This design comes from an exercise in tuning for a short achievable clock period and few clock cycles on the open sky130 flow, not from production work.
Function was checked by simulation only, so behaviour that the tests miss may differ from the original.
Power figures rest on the tool's default switching activity, not on a simulated workload.

==> flow/design.v (outline; a module is shown in full before it is edited, if it fits) <==
// module mult_tree1: 2814 lines
// module mult_tree2: 306 lines
// module core_top: 397 lines
module core_top (
    input  logic                  clk,
    input  logic                  i_arst_n,
    output logic [32-1:0] o_imem_raddr,
    input  logic [32-1:0] i_imem_rdata,
    output logic [32-1:0] o_dmem_addr,
    output logic [32-1:0] o_dmem_wdata,
    output logic                  o_dmem_we,
    output logic [3:0]            o_dmem_sel,
    input  logic [32-1:0] i_dmem_rdata
);
  // ...
==> flow/flow/run.sh <==
#!/bin/bash
# The standard ORFS layout (standard.sh: unchanged synthesis, floorplan, power grid,
# placement, CTS and routing) with two changes to how it is optimised:
#  - the port buffers that global placement adds on every input and output are buf_4
#    cells instead of the delay cell the resizer otherwise picks;
#  - the timing repair steps are asked to leave setup margin, so that the resizer keeps
#    optimising paths well past the 12 ns constraint.
# make's output goes to standard_make.log; ORFS keeps each tool's log under orfs/logs.
set -euo pipefail
export BUFFER_PORTS_ARGS="-buffer_cell sky130_fd_sc_hd__buf_4"
export SETUP_SLACK_MARGIN=9
export TNS_END_PERCENT=100
bash standard.sh > standard_make.log 2>&1
==> flow/standard.sh <==
#!/bin/bash
# synth_recipe.tcl (not shown) runs the flow's synth.tcl, then flattens the netlist and writes it again
# the make line also repeats each setting of config.mk as NAME=value (left out here)
make -C /OpenROAD-flow-scripts/flow DESIGN_CONFIG=/design/flow/config.mk WORK_HOME=/design/flow/orfs CLKGATE_MAP_FILE= SYNTH_SCRIPT=/design/flow/synth_recipe.tcl "${@:-finish}"
==> flow/config.mk <==
export PLATFORM = sky130hd
export DESIGN_NAME = core_top
export DESIGN_NICKNAME = core_top
export VERILOG_FILES = /design/flow/design.v
export SDC_FILE = /design/flow/constraint.sdc
export NUM_CORES = 4
export LEC_CHECK = 0
export ABC_CLOCK_PERIOD_IN_PS = 3500
export CAP_MARGIN = 20
export CORE_MARGIN = 2
export CORE_UTILIZATION = 45
export PLACE_DENSITY = 0.55
export SLEW_MARGIN = 20
==> flow/constraint.sdc <==
create_clock -name core_clock -period 12.0 [get_ports {clk}]
set_input_delay 2.4000 -clock core_clock [delete_from_list [all_inputs] [get_ports {clk}]]
set_output_delay 2.4000 -clock core_clock [all_outputs]
set_load 0.01 [all_outputs]
==> impl_metrics.csv, run 1 <==
group,metric,value,unit
run_status,status,"timing/DRC/antenna clean",
layout,num_antenna_cells,9,
route,met2WireLength,186,mm
global_routing,grt_overflow,0,
timing,final-hold-violation-count,0,
layout,regMostFlops,"rf_q",
floorplanning,core_area,0.207,mm²
global_routing,grt_pass1_vias,71788,
power_and_ir_drop,pwr-share-clk,0.257,
power_and_ir_drop,vdd_ir_drop_max,0.297,mV
worst_setup_path,cp-start-kind,"flop",
layout,final_common_cell,"edfxtp_1",
yosys,synthTopCellsByArea,"edfxtp_1 (36%), mux4_2 (14%), dfxtp_1 (12%)",
power_and_ir_drop,comb-power,0.00991,W
worst_setup_path,slowest_delay,540,ps
layout,seq_cells,1697,
power_and_ir_drop,p_comb_frac,0.431,
clock_network,clk_pin_slew,60,ps
yosys,avgSynthCellArea,12.9,µm²
layout,buffers,1208,
layout,multi_input_area_share,0.415,
yosys,ys_seq_elements,1697,
worst_setup_path,critPathArrivalTime,4510,ps
layout,final_cells,11233,
layout,clk_share,0.0498,
power_and_ir_drop,seq_power,0.00715,W
route,postRouteAntennaNets,0,
layout,largestRegisters,"rf_q: 992 flops, m_mr: 122 flops",
worst_setup_path,cp_top_family,"compound AO/OA/AOI/OAI gates",
yosys,syn_area,0.0938,mm²
Testbench counts, summed over its fixed seeds: cycles 36,163.
==> module core_top, before the edit <==
module core_top (
    input  logic                  clk,
    input  logic                  i_arst_n,
    output logic [32-1:0] o_imem_raddr,
    input  logic [32-1:0] i_imem_rdata,
    output logic [32-1:0] o_dmem_addr,
    output logic [32-1:0] o_dmem_wdata,
    output logic                  o_dmem_we,
    output logic [3:0]            o_dmem_sel,
    input  logic [32-1:0] i_dmem_rdata
);
    localparam logic [5:0] OP_SPECIAL  = 6'h00;
    localparam logic [5:0] OP_SPECIAL2 = 6'h1c;
    localparam logic [5:0] OP_BEQ      = 6'h04;
    localparam logic [5:0] OP_BNE      = 6'h05;
    localparam logic [5:0] OP_ADDIU    = 6'h09;
    localparam logic [5:0] OP_ORI      = 6'h0d;
    localparam logic [5:0] OP_LUI      = 6'h0f;
    localparam logic [5:0] OP_LB       = 6'h20;
    localparam logic [5:0] OP_LW       = 6'h23;
    localparam logic [5:0] OP_LBU      = 6'h24;
    localparam logic [5:0] OP_SB       = 6'h28;
    localparam logic [5:0] OP_SW       = 6'h2b;
    localparam logic [5:0] FN_SLL  = 6'h00;
    localparam logic [5:0] FN_MUL  = 6'h02;
    localparam logic [5:0] FN_ADDU = 6'h21;
    localparam logic [5:0] FN_SUBU = 6'h23;
    localparam logic [5:0] FN_AND  = 6'h24;
    localparam logic [5:0] FN_OR   = 6'h25;
    localparam logic [5:0] FN_XOR  = 6'h26;
    localparam logic [5:0] FN_SLT  = 6'h2a;
    localparam logic [1:0] K_ALU  = 2'd0;
    localparam logic [1:0] K_LOAD = 2'd1;
    localparam logic [1:0] K_MUL  = 2'd2;
    localparam logic [1:0] L_LW  = 2'd0;
    localparam logic [1:0] L_LB  = 2'd1;
    localparam logic [1:0] L_LBU = 2'd2;
    logic [31:2] pc_q;
    logic        d_v;
    logic [31:0] d_ir;
    logic [31:2] d_pc;
    logic [31:0] d_rs_val;
    logic [31:0] d_rt_val;
    logic        e_we;
    logic [4:0]  e_wa;
    logic [1:0]  e_kind;
    logic        e_br;
    logic        e_bne;
    logic        e_pred;
    logic [31:2] e_fix;
    logic        e_add, e_and, e_or, e_xor, e_slt, e_sll, e_passb;
    logic        e_sub;
    logic [31:0] e_a;
    logic [31:0] e_b;
    logic [31:0] e_bx;
    logic [4:0]  e_sh;
    logic [1:0]  e_ldt;
    logic [3:0]  e_lane;
    logic        m_we;
    logic [4:0]  m_wa;
    logic [31:0] m_res;
    logic [127:0] m_mr;
    logic        m_alu;
    logic        m_lw;
    logic        m_lbx;
    logic        m_lb;
    logic        m_mul;
    logic [3:0]  m_lane;
    logic        w_mul;
    logic [31:0] w_ms;
    logic [31:0] w_mc;
    logic        w_we;
    logic [4:0]  w_wa;
    logic [31:0] w_res;
    logic        x_we;
    logic [4:0]  x_wa;
    logic [31:0] x_res;
    logic [31:1][31:0] rf_q;
    logic [31:0] dm_addr_q;
    logic [31:0] dm_wdata_q;
    logic        dm_we_q;
    logic [3:0]  dm_sel_q;
    logic [31:0] e_sum;
    logic [31:0] e_shl;
    logic        e_lt;
    logic [31:0] e_alu;
    logic        e_taken;
    logic        e_mispred;
    logic [127:0] e_mr;
    assign e_sum = e_a + e_bx + {31'b0, e_sub};
    assign e_shl = e_b << e_sh;
    assign e_lt  = (e_a[31] ^ e_b[31]) ? e_a[31] : e_sum[31];
    assign e_alu = ({32{e_add}}   & e_sum)
                 | ({32{e_and}}   & (e_a & e_b))
                 | ({32{e_or}}    & (e_a | e_b))
                 | ({32{e_xor}}   & (e_a ^ e_b))
                 | ({32{e_slt}}   & {31'b0, e_lt})
                 | ({32{e_sll}}   & e_shl)
                 | ({32{e_passb}} & e_b);
    assign e_taken   = (e_a == e_b) ^ e_bne;
    assign e_mispred = e_br && (e_taken != e_pred);
    mult_tree1 u_mul1 (
        .i_a (e_a),
        .i_b (e_b),
        .o_r (e_mr)
    );
    logic [7:0]  m_byte;
    logic        m_sign;
    logic [31:0] m_late;
    logic [31:0] m_val;
    assign m_byte = ({8{m_lane[0]}} & i_dmem_rdata[7:0])
                  | ({8{m_lane[1]}} & i_dmem_rdata[15:8])
                  | ({8{m_lane[2]}} & i_dmem_rdata[23:16])
                  | ({8{m_lane[3]}} & i_dmem_rdata[31:24]);
    assign m_sign = m_lb & m_byte[7];
    logic [31:0] m_ms;
    logic [31:0] m_mc;
    mult_tree2 u_mul2 (
        .i_r (m_mr),
        .o_s (m_ms),
        .o_c (m_mc)
    );
    assign m_late[7:0]  = ({8{m_lw}}   & i_dmem_rdata[7:0])
                        | ({8{m_lbx}}  & m_byte);
    assign m_late[31:8] = ({24{m_lw}}  & i_dmem_rdata[31:8])
                        | {24{m_sign}};
    assign m_val  = ({32{m_alu}} & m_res) | m_late;
    logic [31:0] w_prod;
    logic [31:0] w_val;
    assign w_prod = w_ms + w_mc;
    assign w_val  = w_mul ? w_prod : w_res;
    logic [5:0]  opcode;
    logic [5:0]  funct;
    logic [4:0]  rs;
    logic [4:0]  rt;
    logic [4:0]  rd;
    logic [15:0] imm;
    logic [31:0] imm_s;
    assign opcode = d_ir[31:26];
    assign funct  = d_ir[5:0];
    assign rs     = d_ir[25:21];
    assign rt     = d_ir[20:16];
    assign rd     = d_ir[15:11];
    assign imm    = d_ir[15:0];
    assign imm_s  = {{16{imm[15]}}, imm};
    logic is_r, is_mul, is_addiu, is_ori, is_lui, is_ld, is_st, is_br;
    logic f_addu, f_subu, f_and, f_or, f_xor, f_slt, f_sll;
    logic r_alu;
    logic writes;
    logic [4:0] wa;
    logic use_rs, use_rt;
    always_comb begin
        is_r     = (opcode == OP_SPECIAL);
        f_addu   = is_r && (funct == FN_ADDU);
        f_subu   = is_r && (funct == FN_SUBU);
        f_and    = is_r && (funct == FN_AND);
        f_or     = is_r && (funct == FN_OR);
        f_xor    = is_r && (funct == FN_XOR);
        f_slt    = is_r && (funct == FN_SLT);
        f_sll    = is_r && (funct == FN_SLL);
        r_alu    = f_addu | f_subu | f_and | f_or | f_xor | f_slt;
        is_mul   = (opcode == OP_SPECIAL2) && (funct == FN_MUL);
        is_addiu = (opcode == OP_ADDIU);
        is_ori   = (opcode == OP_ORI);
        is_lui   = (opcode == OP_LUI);
        is_ld    = (opcode == OP_LW) || (opcode == OP_LB) || (opcode == OP_LBU);
        is_st    = (opcode == OP_SW) || (opcode == OP_SB);
        is_br    = (opcode == OP_BEQ) || (opcode == OP_BNE);
        writes   = r_alu | f_sll | is_mul | is_addiu | is_ori | is_lui | is_ld;
        wa       = (is_r || is_mul) ? rd : rt;
        use_rs   = r_alu | is_mul | is_addiu | is_ori | is_ld | is_st | is_br;
        use_rt   = r_alu | f_sll | is_mul | is_st | is_br;
    end
    logic e_hit_rs, m_hit_rs, w_hit_rs, x_hit_rs;
    logic e_hit_rt, m_hit_rt, w_hit_rt, x_hit_rt;
    logic [31:0] rs_early, rt_early;
    logic [31:0] rs_late, rt_late;
    logic [4:0] f_rs, f_rt;
    logic       id_we;
    assign f_rs  = i_imem_rdata[25:21];
    assign f_rt  = i_imem_rdata[20:16];
    assign id_we = d_v && writes && (wa != 5'd0);
    always_ff @(posedge clk) begin
        e_hit_rs <= n_e_rs;
        e_hit_rt <= n_e_rt;
        m_hit_rs <= n_m_rs;
        m_hit_rt <= n_m_rt;
        w_hit_rs <= n_w_rs;
        w_hit_rt <= n_w_rt;
        x_hit_rs <= n_x_rs;
        x_hit_rt <= n_x_rt;
    end
    logic em_rs, ew_rs, ex_rs, ed_rs, le_rs, lm_rs, lw_rs, lr_rs;
    logic em_rt, ew_rt, ex_rt, ed_rt, le_rt, lm_rt, lw_rt, lr_rt;
    logic n_e_rs, n_m_rs, n_w_rs, n_x_rs;
    logic n_e_rt, n_m_rt, n_w_rt, n_x_rt;
    assign n_e_rs = !stall && id_we && (wa == f_rs);
    assign n_e_rt = !stall && id_we && (wa == f_rt);
    assign n_m_rs = e_we && (e_wa == (stall ? rs : f_rs));
    assign n_m_rt = e_we && (e_wa == (stall ? rt : f_rt));
    assign n_w_rs = m_we && (m_wa == (stall ? rs : f_rs));
    assign n_w_rt = m_we && (m_wa == (stall ? rt : f_rt));
    assign n_x_rs = w_we && (w_wa == (stall ? rs : f_rs));
    assign n_x_rt = w_we && (w_wa == (stall ? rt : f_rt));
    always_ff @(posedge clk) begin
        em_rs <= n_m_rs && (e_kind == K_ALU);
        ew_rs <= !n_m_rs && n_w_rs && !m_mul;
        ex_rs <= !n_m_rs && !n_w_rs && n_x_rs;
        ed_rs <= !n_m_rs && !n_w_rs && !n_x_rs;
        le_rs <= n_e_rs;
        lm_rs <= !n_e_rs && n_m_rs && (e_kind == K_LOAD);
        lw_rs <= !n_e_rs && !n_m_rs && n_w_rs && m_mul;
        lr_rs <= !n_e_rs && !(n_m_rs && (e_kind == K_LOAD)) && !(!n_m_rs && n_w_rs && m_mul);
        em_rt <= n_m_rt && (e_kind == K_ALU);
        ew_rt <= !n_m_rt && n_w_rt && !m_mul;
        ex_rt <= !n_m_rt && !n_w_rt && n_x_rt;
        ed_rt <= !n_m_rt && !n_w_rt && !n_x_rt;
        le_rt <= n_e_rt;
        lm_rt <= !n_e_rt && n_m_rt && (e_kind == K_LOAD);
        lw_rt <= !n_e_rt && !n_m_rt && n_w_rt && m_mul;
        lr_rt <= !n_e_rt && !(n_m_rt && (e_kind == K_LOAD)) && !(!n_m_rt && n_w_rt && m_mul);
    end
    assign rs_early = ({32{em_rs}} & m_res) | ({32{ew_rs}} & w_res)
                    | ({32{ex_rs}} & x_res) | ({32{ed_rs}} & d_rs_val);
    assign rt_early = ({32{em_rt}} & m_res) | ({32{ew_rt}} & w_res)
                    | ({32{ex_rt}} & x_res) | ({32{ed_rt}} & d_rt_val);
    assign rs_late  = ({32{le_rs}} & e_alu) | ({32{lm_rs}} & m_late)
                    | ({32{lw_rs}} & w_prod) | ({32{lr_rs}} & rs_early);
    assign rt_late  = ({32{le_rt}} & e_alu) | ({32{lm_rt}} & m_late)
                    | ({32{lw_rt}} & w_prod) | ({32{lr_rt}} & rt_early);
    logic        b_imm;
    logic [31:0] b_immv;
    logic        b_inv;
    logic [31:0] b_late;
    logic [31:0] bx_late;
    assign b_imm   = is_addiu | is_ori | is_lui;
    assign b_immv  = is_addiu ? imm_s : is_ori ? {16'b0, imm} : {imm, 16'b0};
    assign b_inv   = f_subu | f_slt;
    assign b_late  = ({32{le_rt && !b_imm}} & e_alu)
                   | ({32{lm_rt && !b_imm}} & m_late)
                   | ({32{lw_rt && !b_imm}} & w_prod)
                   | ({32{lr_rt && !b_imm}} & rt_early)
                   | ({32{b_imm}} & b_immv);
    assign bx_late = ({32{le_rt && !b_imm}} & (e_alu ^ {32{b_inv}}))
                   | ({32{lm_rt && !b_imm}} & (m_late ^ {32{b_inv}}))
                   | ({32{lw_rt && !b_imm}} & (w_prod ^ {32{b_inv}}))
                   | ({32{lr_rt && !b_imm}} & (rt_early ^ {32{b_inv}}))
                   | ({32{b_imm}} & b_immv);
    logic stall;
    assign stall = d_v && (
           (use_rs && e_hit_rs && ((is_ld || is_st) || e_kind != K_ALU))
        || (use_rt && e_hit_rt && e_kind != K_ALU)
        || (use_rs && m_hit_rs && (m_mul || ((is_ld || is_st) && !m_alu)))
        || (use_rt && m_hit_rt && m_mul)
        || ((is_ld || is_st) && w_hit_rs && w_mul));
    logic issue;
    assign issue = d_v && !stall;
    logic [31:2] br_tgt;
    logic [31:2] br_fall;
    logic        br_same;
    logic        pred;
    assign br_tgt  = d_pc + 30'd1 + {{14{imm[15]}}, imm};
    assign br_fall = d_pc + 30'd2;
    assign br_same = (rs == rt);
    logic br_known;
    logic br_eq;
    assign br_known = !(e_hit_rs || e_hit_rt
                        || (m_hit_rs && !m_alu) || (m_hit_rt && !m_alu)
                        || (w_hit_rs && w_mul) || (w_hit_rt && w_mul));
    assign br_eq    = (rs_early == rt_early);
    assign pred    = br_same  ? (opcode == OP_BEQ) :
                     br_known ? (br_eq ^ (opcode == OP_BNE)) :
                                ((opcode == OP_BNE) || imm[15]);
    logic [31:0] dm_addr;
    assign dm_addr = rs_early + imm_s;
    always_ff @(posedge clk or negedge i_arst_n) begin
        if (!i_arst_n) begin
            d_v  <= 1'b0;
        end else begin
            if (!stall) d_v <= !e_mispred;
        end
    end
    always_ff @(posedge clk) begin
        if (!i_arst_n)                      pc_q <= 30'(32'h0040_0000 >> 2);
        else if (e_mispred)                 pc_q <= e_fix;
        else if (stall)                     pc_q <= pc_q;
        else if (d_v && is_br && pred)      pc_q <= br_tgt;
        else                                pc_q <= pc_q + 30'd1;
    end
    logic [31:0][31:0] rf_all;
    logic [31:0] f_rs_val, f_rt_val;
    assign rf_all   = {rf_q, 32'b0};
    assign f_rs_val = rf_all[i_imem_rdata[25:21]];
    assign f_rt_val = rf_all[i_imem_rdata[20:16]];
    always_ff @(posedge clk) begin
        if (!stall) begin
            d_ir     <= i_imem_rdata;
            d_pc     <= pc_q;
            d_rs_val <= f_rs_val;
            d_rt_val <= f_rt_val;
        end else begin
            if (x_hit_rs) d_rs_val <= x_res;
            if (x_hit_rt) d_rt_val <= x_res;
        end
    end
    always_ff @(posedge clk or negedge i_arst_n) begin
        if (!i_arst_n) begin
            e_we   <= 1'b0;
            e_br   <= 1'b0;
        end else begin
            e_we   <= issue && writes && (wa != 5'd0);
            e_br   <= issue && is_br;
        end
    end
    always_ff @(posedge clk) begin
        e_wa    <= wa;
        e_kind  <= is_ld ? K_LOAD : is_mul ? K_MUL : K_ALU;
        e_bne   <= (opcode == OP_BNE);
        e_pred  <= pred;
        e_fix   <= pred ? br_fall : br_tgt;
        e_add   <= f_addu | f_subu | is_addiu;
        e_sub   <= f_subu | f_slt;
        e_and   <= f_and;
        e_or    <= f_or | is_ori;
        e_xor   <= f_xor;
        e_slt   <= f_slt;
        e_sll   <= f_sll;
        e_passb <= is_lui;
        e_sh    <= d_ir[10:6];
        e_ldt   <= (opcode == OP_LB) ? L_LB : (opcode == OP_LBU) ? L_LBU : L_LW;
        e_lane  <= 4'b0001 << dm_addr[1:0];
        e_a     <= rs_late;
        e_b     <= b_late;
        e_bx    <= bx_late;
    end
    always_ff @(posedge clk) begin
        dm_we_q <= i_arst_n && issue && is_st;
    end
    always_ff @(posedge clk) begin
        dm_addr_q  <= {dm_addr[31:2], 2'b00};
        dm_sel_q   <= (opcode == OP_SW) ? 4'b1111 : (4'b0001 << dm_addr[1:0]);
        dm_wdata_q <= (opcode == OP_SW) ? rt_late : {4{rt_late[7:0]}};
    end
    always_ff @(posedge clk or negedge i_arst_n) begin
        if (!i_arst_n) begin
            m_we <= 1'b0;
        end else begin
            m_we <= e_we;
        end
    end
    always_ff @(posedge clk) begin
        m_wa   <= e_wa;
        m_alu  <= (e_kind == K_ALU);
        m_lw   <= (e_kind == K_LOAD) && (e_ldt == L_LW);
        m_lbx  <= (e_kind == K_LOAD) && (e_ldt != L_LW);
        m_lb   <= (e_kind == K_LOAD) && (e_ldt == L_LB);
        m_mul  <= (e_kind == K_MUL);
        m_res  <= e_alu;
        m_mr   <= e_mr;
        m_lane <= e_lane;
    end
    always_ff @(posedge clk or negedge i_arst_n) begin
        if (!i_arst_n) begin
            w_we <= 1'b0;
        end else begin
            w_we <= m_we;
        end
    end
    always_ff @(posedge clk) begin
        w_wa  <= m_wa;
        w_res <= m_val;
        w_mul <= m_mul;
        w_ms  <= m_ms;
        w_mc  <= m_mc;
    end
    always_ff @(posedge clk or negedge i_arst_n) begin
        if (!i_arst_n) begin
            x_we <= 1'b0;
        end else begin
            x_we <= w_we;
        end
    end
    always_ff @(posedge clk) begin
        x_wa  <= w_wa;
        x_res <= w_val;
    end
    always_ff @(posedge clk) begin
        for (int i = 1; i < 32; i++) begin
            if (w_we && (w_wa == 5'(i))) rf_q[i] <= w_val;
        end
    end
    assign o_imem_raddr = {pc_q, 2'b00};
    assign o_dmem_addr  = dm_addr_q;
    assign o_dmem_wdata = dm_wdata_q;
    assign o_dmem_we    = dm_we_q;
    assign o_dmem_sel   = dm_sel_q;
endmodule
==> run 2, diff against run 1 <==
--- a/flow/design.v
+++ b/flow/design.v
@@ -3216,4 +3216,6 @@
     logic        e_bne;
     logic        e_pred;
+    logic [31:2] e_tgt;
+    logic [31:2] e_fall;
     logic [31:2] e_fix;
     logic        e_add, e_and, e_or, e_xor, e_slt, e_sll, e_passb;
@@ -3266,4 +3268,5 @@
                  | ({32{e_sll}}   & e_shl)
                  | ({32{e_passb}} & e_b);
+    assign e_fix     = e_pred ? e_fall : e_tgt;
     assign e_taken   = (e_a == e_b) ^ e_bne;
     assign e_mispred = e_br && (e_taken != e_pred);
@@ -3486,5 +3489,6 @@
         e_bne   <= (opcode == OP_BNE);
         e_pred  <= pred;
-        e_fix   <= pred ? br_fall : br_tgt;
+        e_tgt   <= br_tgt;
+        e_fall  <= br_fall;
         e_add   <= f_addu | f_subu | is_addiu;
         e_sub   <= f_subu | f_slt;
--- a/flow/flow/run.sh
+++ b/flow/flow/run.sh
@@ -9,5 +9,5 @@
 set -euo pipefail
 export BUFFER_PORTS_ARGS="-buffer_cell sky130_fd_sc_hd__buf_4"
-export SETUP_SLACK_MARGIN=9
+export SETUP_SLACK_MARGIN=10
 export TNS_END_PERCENT=100
 bash standard.sh > standard_make.log 2>&1
==> run 2 against run 1 <==
- cell count grew 1.9%
- critical path depth down 1
- count of clock-buffer cells in the layout up 17
- clock power grew 5.4%
- synthesized area up 0.74%
- sequential power increased by 2%
- cell area grew 3.5%
- sequential cell count grew 30
- clock skew down 18 ps
- worst hold slack is essentially flat
- routed wire length is 2.2% higher
- global-route usage increased by 0.075 points
- critical path type unchanged
==> impl_metrics.csv, run 2 <==
group,metric,value,unit
global_routing,grtUsageTotal,0.389,
clock_network,htree_num_levels,4,
worst_hold_path,hold_end,"m_lane[3]$_DFF_P_",
power_and_ir_drop,seqPwrFrac,0.298,
clock_network,clk_pin_slew,60,ps
yosys,synth-async-reset-ratio,0.00290,
floorplanning,die_y,462,µm
layout,final_cell_mix,"edfxtp_1 (1,118), mux4_2 (589), nand2_1 (485), buf_4 (474), nor2_1 (445)",
timing,layout_worst_path_cycle_share,0.365,
power_and_ir_drop,power_density,188,mW/mm²
power_and_ir_drop,vdd_ir_drop_max,0.220,mV
clock_network,cts_sinks,1727,
worst_hold_path,hold_path_class,"flop to flop",
global_routing,antenna_found_initial,16,
worst_setup_path,path_buf_inv,1,
route,routed_wirelength,431,mm
yosys,avgSynthCellArea,12.9,µm²
timing,tns,0,ps
place,placed_cell_area,0.101,mm²
worst_setup_path,path_max_fanout,4,
worst_setup_path,cp-startpoint,"ex_rs$_DFF_P_",
yosys,synth_most_common_cell,"edfxtp_1",
worst_setup_path,cp.required,12780,ps
floorplanning,pin_count,167,
timing,finClkSkew,64.3,ps
floorplanning,die-width,462,µm
layout,areaGrowthSynthToFinish,37.5,%
clock_network,numCtsBuffers,190,
route,viasPerCell,6.66,
worst_hold_path,hp-start,"e_lane[3]$_DFF_P_",
power_and_ir_drop,switching_share,0.377,
layout,final_common_cell,"edfxtp_1",
route,drc,0,
place,io_buffer_count,162,
global_routing,grt_overflow,0,
route,wl_per_cell,37.7,µm
global_routing,grt_pass1_wl,583,mm
worst_setup_path,cp-end-kind,"flop",
worst_setup_path,critical_path_class,"flop to flop",
worst_setup_path,r2r_setup_slack,7620,ps
worst_setup_path,cp_top_family,"compound AO/OA/AOI/OAI gates",
worst_setup_path,slowest_delay,510,ps
yosys,ys_seq_elements,1727,
route,dr.pass1.iters,9,
power_and_ir_drop,p_sw,0.00923,W
worst_setup_path,cp-start-kind,"flop",
yosys,synthTopCellsByArea,"edfxtp_1 (36%), mux4_2 (14%), dfxtp_1 (13%)",
worst_setup_path,worst_path_max_delay_cell,"o41a_1",
timing,finalCriticalPeriod,4380,ps
worst_setup_path,reg2reg_from,"ex_rs$_DFF_P_",
yosys,synth_common_cells,"edfxtp_1 (1,118), nor2_1 (664), dfxtp_1 (604), nand2_1 (594), mux4_2 (589)",
yosys,synthDistinctLibCells,95,
route,drtIter0Drc,11658,
clock_network,clk_latency,890,ps
power_and_ir_drop,cellLeakagePower,49.7,nW
run_status,status,"timing/DRC/antenna clean",
global_routing,grt_pass1_vias,73966,
floorplanning,die_area,0.214,mm²
timing,finalMaxSlewViolations,0,
yosys,yosysTopAreaCell,"edfxtp_1",
timing,tightest_slew,1080,ps
clock_network,tritoncts,"built",
timing,rsz0062_at_grt,"true",
timing,setup_viol,0,
worst_setup_path,cp_cell_sequence,"buf_12 -> a22oi_2 -> nand2_4 -> ha_4 -> a21oi_4 -> o211ai_1 -> o221a_4 -> a41o_1 -> o41a_1 -> a221oi_2 -> a21oi_2 -> o21a_1 -> or4_1 -> a31oi_1 -> xnor2_1",
worst_hold_path,holdPathStages,0,
worst_setup_path,reg2reg_depth,15,
clock_network,cts_buffer_depth,3,
yosys,synth_edf_count,1118,
yosys,synth_top_area_share,0.355,
layout,nNetsFinal,9160,
place,place.gp.congestion,1.02,
worst_setup_path,critPathArrivalTime,5160,ps
timing,final-hold-violation-count,0,
power_and_ir_drop,p_int,0.0152,W
place,dpl.hpwl,228,mm
run,drv_cap,0,
layout,largestRegisters,"rf_q: 992 flops, m_mr: 122 flops",
layout,design_area,0.130,mm²
worst_setup_path,r2r_end,"dm_addr_q[31]$_DFF_P_",
power_and_ir_drop,pwr-share-clk,0.255,
yosys,synth_ff_type,"edfxtp_1",
layout,final_layout_size_suffix_gt1_frac,0.442,
route,vias,76273,
layout,largest_register_ffs,992,
yosys,syn_area,0.0945,mm²
floorplanning,core_area,0.209,mm²
power_and_ir_drop,p_comb_frac,0.447,
clock_network,root_buffer,"clkbuf_16",
yosys,synth_cells,7346,
yosys,seq_area_frac_synth,0.484,
timing,relSlewSlack,0.280,
timing,max_freq,228,MHz
floorplanning,core.rowCount,168,
route,postRouteAntennaNets,0,
floorplanning,start_util,0.452,
global_routing,grt_max_degree,84,
yosys,ys.warnings.count,1,
layout,regMostFlops,"rf_q",
==> run 2: power groups by stage <==
stage	combinational [W]	clock, W	sequential, W
after floorplan	0.00428	0	0.00720
after global placement	0.00675	0	0.00739
after detailed placement	0.00678	0	0.00740
after CTS	0.00987	0.00627	0.00727
after global routing	0.0114	0.00651	0.00731
final	0.0109	0.00623	0.00729
==> run 2: final cells by class <==
cell class                 instances  area, µm²
antenna                            8       20.0
clock buffer                     260       5320
clock inverter                    98       1290
fill                           15590      79200
inverter                         501       2380
multi-input combinational       4754      54000
sequential                      1727      46200
tap                             2805       3510
timing repair buffer            1283      17100
timing repair inverter            11        231
==> run 2: cell families (layout without fill, tap and decap cells) <==
group | count (synthesis) | count (layout) | synth area share
compound gates | 1312 | 1312 | 0.0956
xor+xnor | 267 | 267 | 0.0247
fa+ha+maj | 626 | 626 | 0.116
buf+inv | 959 | 2153 | 0.0390
flops | 1727 | 1727 | 0.484
mux | 809 | 894 | 0.165
other cells | 1 | 12 | 0.0000397
simple gates | 1645 | 1651 | 0.0757
==> run 2: per-stage QoR <==
stage                      util  worst slack, ps  hold slack (ps)  total power, W  std cells
after floorplan               -             7710              310          0.0115       7349
after global placement    0.485             5800              313          0.0141       9978
after detailed placement  0.485             5810              313          0.0142       9978
after CTS                 0.599             7780              327          0.0234      11188
after global routing      0.621             7640              332          0.0253      11445
final                     0.621             7620              329          0.0245      11447
==> run 2: metal layers <==
layer,global-route usage,part of all wire,vias to the layer above,routed length [µm]
li1,-,-,29898,-
met1,0.492,0.35,39136,153000
met2,0.582,0.44,5684,188000
met3,0.111,0.12,1545,52800
met4,0.262,0.088,10,37800
met5,0,0.00017,-,73
==> run 2: worst max-delay path by stage <==
stage                                        end  slack [ps]  depth (start not counted)
after detailed placement  d_rt_val[20]$_DFFE_PP_        5810                          7
after global placement    d_rt_val[29]$_DFFE_PP_        5800                          7
after global routing       dm_addr_q[31]$_DFF_P_        7640                         15
final                      dm_addr_q[31]$_DFF_P_        7620                         15
after CTS                  dm_addr_q[31]$_DFF_P_        7780                         18
after floorplan           d_rt_val[10]$_DFFE_PP_        7710                          7
==> run 2: repair_timing <==
action	in CTS	in global routing
endpoints found under the hold margin	0	0
hold buffers	0	0
buffers inserted	648	227
gates resized for setup	1720	513
cloned	204	24
endpoints found under the setup margin	2701	2050
pin swaps	453	397
Testbench counts of run 2, summed over its fixed seeds: cycles 36,163.
==> run 3, diff against run 2 <==
--- a/flow/config.mk
+++ b/flow/config.mk
@@ -9,5 +9,5 @@
 export CAP_MARGIN = 20
 export CORE_MARGIN = 2
-export CORE_UTILIZATION = 45
-export PLACE_DENSITY = 0.55
+export CORE_UTILIZATION = 55
+export PLACE_DENSITY = 0.65
 export SLEW_MARGIN = 20
==> run 3 against run 2 <==
- sequential share of layout area rose by 0.49 points
- critical path depth is 3 higher
- count of clock-buffer cells in the layout down 28
- worst setup slack better by 210 ps
- highest routed layer unchanged
- clock power down 5.3%
==> impl_metrics.csv, run 3 <==
group,metric,value,unit
global_routing,grt_pass1_vias,75477,
global_routing,grtUsageTotal,0.477,
worst_setup_path,cp_cell_sequence,"buf_8 -> a22oi_2 -> nand2_4 -> ha_4 -> inv_2 -> fa_2 -> nor2b_2 -> o31a_1 -> o41a_1 -> a311o_1 -> a31o_4 -> a21oi_4 -> o211ai_1 -> o211ai_1 -> buf_4 -> o21bai_1 -> a21oi_1 -> xnor2_1",
worst_setup_path,slowest_delay,430,ps
route,drtIter0Drc,14001,
yosys,synth_most_common_cell,"edfxtp_1",
layout,largestRegisters,"rf_q: 992 flops, m_mr: 122 flops",
timing,setup_viol,0,
yosys,yosysTopAreaCell,"edfxtp_1",
global_routing,grt_overflow,0,
clock_network,numCtsBuffers,178,
timing,finalCriticalPeriod,4170,ps
yosys,synth_cells,7346,
place,dpl.hpwl,220,mm
floorplanning,pin_count,167,
route,viasPerCell,7.30,
run,drv_cap,0,
floorplanning,start_util,0.552,
worst_setup_path,critPathMostFrequentCell,"o211ai_1",
global_routing,antenna_found_initial,25,
power_and_ir_drop,power_density,189,mW/mm²
layout,fillers,10377,
power_and_ir_drop,cellLeakagePower,49.1,nW
place,dp_cells,9407,
timing,max_freq,240,MHz
worst_setup_path,path_buf_inv,3,
clock_network,holdBufCountCts,0,
route,dr.pass1.iters,12,
clock_network,clk_latency,940,ps
power_and_ir_drop,p_int,0.0149,W
layout,final_common_cell,"edfxtp_1",
clock_network,clk_pin_slew,70,ps
worst_setup_path,cp-end-kind,"flop",
yosys,synth_ff_type,"edfxtp_1",
yosys,ys_seq_elements,1727,
worst_setup_path,cp.required,12820,ps
route,routed.top_layer,"met5",
worst_setup_path,worst_path_max_delay_cell,"a311o_1",
layout,regMostFlops,"rf_q",
yosys,synth-simple-area-share,0.0757,
power_and_ir_drop,switching_share,0.384,
yosys,synthTopCellsByArea,"edfxtp_1 (36%), mux4_2 (14%), dfxtp_1 (13%)",
power_and_ir_drop,pwr-share-clk,0.244,
power_and_ir_drop,seqPwrFrac,0.300,
timing,tns,0,ps
layout,final_cell_mix,"edfxtp_1 (1,118), mux4_2 (589), nand2_1 (479), nor2_1 (458), buf_4 (447)",
timing,rsz0062_at_grt,"true",
yosys,synth_edf_count,1118,
worst_hold_path,hold_path_class,"flop to flop",
yosys,synth-async-reset-ratio,0.00290,
yosys,synth_compound_area_frac,0.0956,
run_status,status,"timing/DRC/antenna clean",
power_and_ir_drop,p_comb_frac,0.456,
worst_setup_path,cp_top_family,"compound AO/OA/AOI/OAI gates",
layout,areaGrowthSynthToFinish,35.6,%
route,vias,78868,
yosys,syn_area,0.0945,mm²
yosys,synthXorXnorAreaFrac,0.0247,
place,place_ws,5770,ps
worst_setup_path,cp-start-kind,"flop",
yosys,seq_area_frac_synth,0.484,
yosys,synthMuxAreaShare,0.165,
route,met3_length,66.6,mm
route,drc,0,
clock_network,cts_sinks,1727,
yosys,synth_common_cells,"edfxtp_1 (1,118), nor2_1 (664), dfxtp_1 (604), nand2_1 (594), mux4_2 (589)",
layout,nNetsFinal,9097,
layout,final_core_util,0.749,
layout,largest_register_ffs,992,
layout,final_cells,10808,
power_and_ir_drop,vdd_ir_drop_max,0.315,mV
timing,fin_ws,7830,ps
yosys,synthAdderAreaFrac,0.116,
route,postRouteAntennaNets,0,
place,place.gp.congestion,1.04,
floorplanning,die-width,419,µm
timing,layout_worst_path_cycle_share,0.348,
worst_setup_path,critPathArrivalTime,4990,ps
timing,tightest_slew,999,ps
yosys,avgSynthCellArea,12.9,µm²
global_routing,grt_max_degree,70,
yosys,synth_top_area_share,0.355,
route,met2WireLength,184,mm
floorplanning,die_y,419,µm
global_routing,grt_pass1_wl,578,mm
route,wl_per_cell,40.1,µm
clock_network,htree_num_levels,4,
floorplanning,die_area,0.175,mm²
clock_network,root_buffer,"clkbuf_16",
power_and_ir_drop,p_sw,0.00930,W
layout,final_layout_size_suffix_gt1_frac,0.436,
worst_setup_path,path_max_fanout,5,
clock_network,cts_buffer_depth,3,
timing,finalMaxSlewViolations,0,
floorplanning,core.rowCount,152,
yosys,synth_top_family_by_area,"multiplexers",
place,io_buffer_count,162,
clock_network,tritoncts,"built",
yosys,ys.warnings.count,1,
timing,final-hold-violation-count,0,
route,wl_met1,138,mm
yosys,synthDistinctLibCells,95,
route,routed_wirelength,433,mm
worst_setup_path,critical_path_class,"flop to flop",
timing,finClkSkew,68.7,ps
timing,relSlewSlack,0.334,
floorplanning,core_area,0.171,mm²
worst_setup_path,r2r_setup_slack,7830,ps
[run 3: cell counts after synthesis]
Identical to the previous run, type by type.
[run 3: final cells by class]
class / count / area (µm²) / share of cell area
multi-input cells: 4754 / 54000 / 0.421
flip-flops and latches: 1727 / 46200 / 0.361
well taps: 2233 / 2790 / 0.0218
diodes: 16 / 40.0 / 0.000312
clock buffers: 232 / 4850 / 0.0378
clock inverters: 102 / 1320 / 0.0103
repair buffers: 1228 / 16400 / 0.128
repair inverters: 15 / 245 / 0.00191
inverters: 501 / 2360 / 0.0184
[run 3: kinds of logic after synthesis]
family                   Yosys count
AND/OR/NAND/NOR                 1645
AO/OA/AOI/OAI                   1312
XOR/XNOR                         267
buffers and inverters            959
adder cells (fa/ha/maj)          626
other                              1
multiplexers                     809
flip-flops                      1727
[run 3: final timing paths]
| check | start | endpoint | cells after the start |
|---|---|---|---|
| hold reg to reg | m_mr[1]$_DFF_P_ | w_ms[1]$_DFF_P_ | 0 |
| setup / recovery | ex_rs$_DFF_P_ | dm_addr_q[26]$_DFF_P_ | 18 |
| max in group asynchronous | i_arst_n | e_br$_DFF_PN0_ | 1 |
| setup reg to reg | ex_rs$_DFF_P_ | dm_addr_q[26]$_DFF_P_ | 18 |
| hold / removal | m_mr[1]$_DFF_P_ | w_ms[1]$_DFF_P_ | 0 |
| min in group asynchronous | i_arst_n | e_we$_DFF_PN0_ | 1 |
[run 3: stage by stage]
step           area (µm²)  hold slack [ps]  total power, W
2_1_floorplan       99400              310          0.0115
3_3_place_gp       101000              311          0.0140
3_5_place_dp       101000              312          0.0141
4_1_cts            123000              326          0.0226
5_1_grt            128000              330          0.0249
6_report           128000              326          0.0242
[run 3: power by group through the flow]
stage          clock network, W  logic, W  registers [W]
3_3_place_gp                  0   0.00667        0.00737
4_1_cts                 0.00587   0.00952        0.00726
5_1_grt                 0.00612    0.0115        0.00730
2_1_floorplan                 0   0.00428        0.00720
3_5_place_dp                  0   0.00673        0.00738
6_report                0.00590    0.0110        0.00728
[run 3: layer usage]
layer | vias to the layer above | track usage
met5 | - | 0
met2 | 7562 | 0.692
met3 | 2272 | 0.173
met1 | 39233 | 0.579
li1 | 29775 | -
met4 | 26 | 0.372
[run 3: repair_timing]
action                                  in CTS  in global routing
pin swaps                                  410                415
resized for setup                         1635                573
gates cloned                               194                 31
buffers inserted                           595                231
endpoints found under the setup margin    2677               2520

what the ideal ports hide:
No port has a modelled driver above. Below, the same layouts with a new extraction and two added sets of constraints. Step 1: set_driving_cell puts a clkbuf_16 on clk and a buf_2 on each other input, an assumption about the parent block. Step 2 moves the port delays by t, midway between the first and last clock arrival at a register: inputs arrive t later, outputs are due t later. That takes back most of the time a late clock gives input paths. Slacks: no drivers / after step 1 / after step 2; pairs: no drivers / after step 1.
run | t, ns | slack for setup (ns) | hold WS [ns] | clock arrival spread, ns
run 1 | 0.941 | 8.173 / 7.723 / 6.782 | 0.329 / 0.329 / 0.329 | 0.084 / 0.083
run 2 | 0.962 | 7.618 / 7.618 / 7.069 | 0.329 / 0.329 / 0.329 | 0.070 / 0.070
run 3 | 1.006 | 7.825 / 7.825 / 6.836 | 0.326 / 0.326 / 0.326 | 0.069 / 0.070
After both steps setup and hold are still met in every run listed. The setup slack of run 1, which loses most, moves by -0.450 ns with the drivers and by -1.391 ns with both steps.
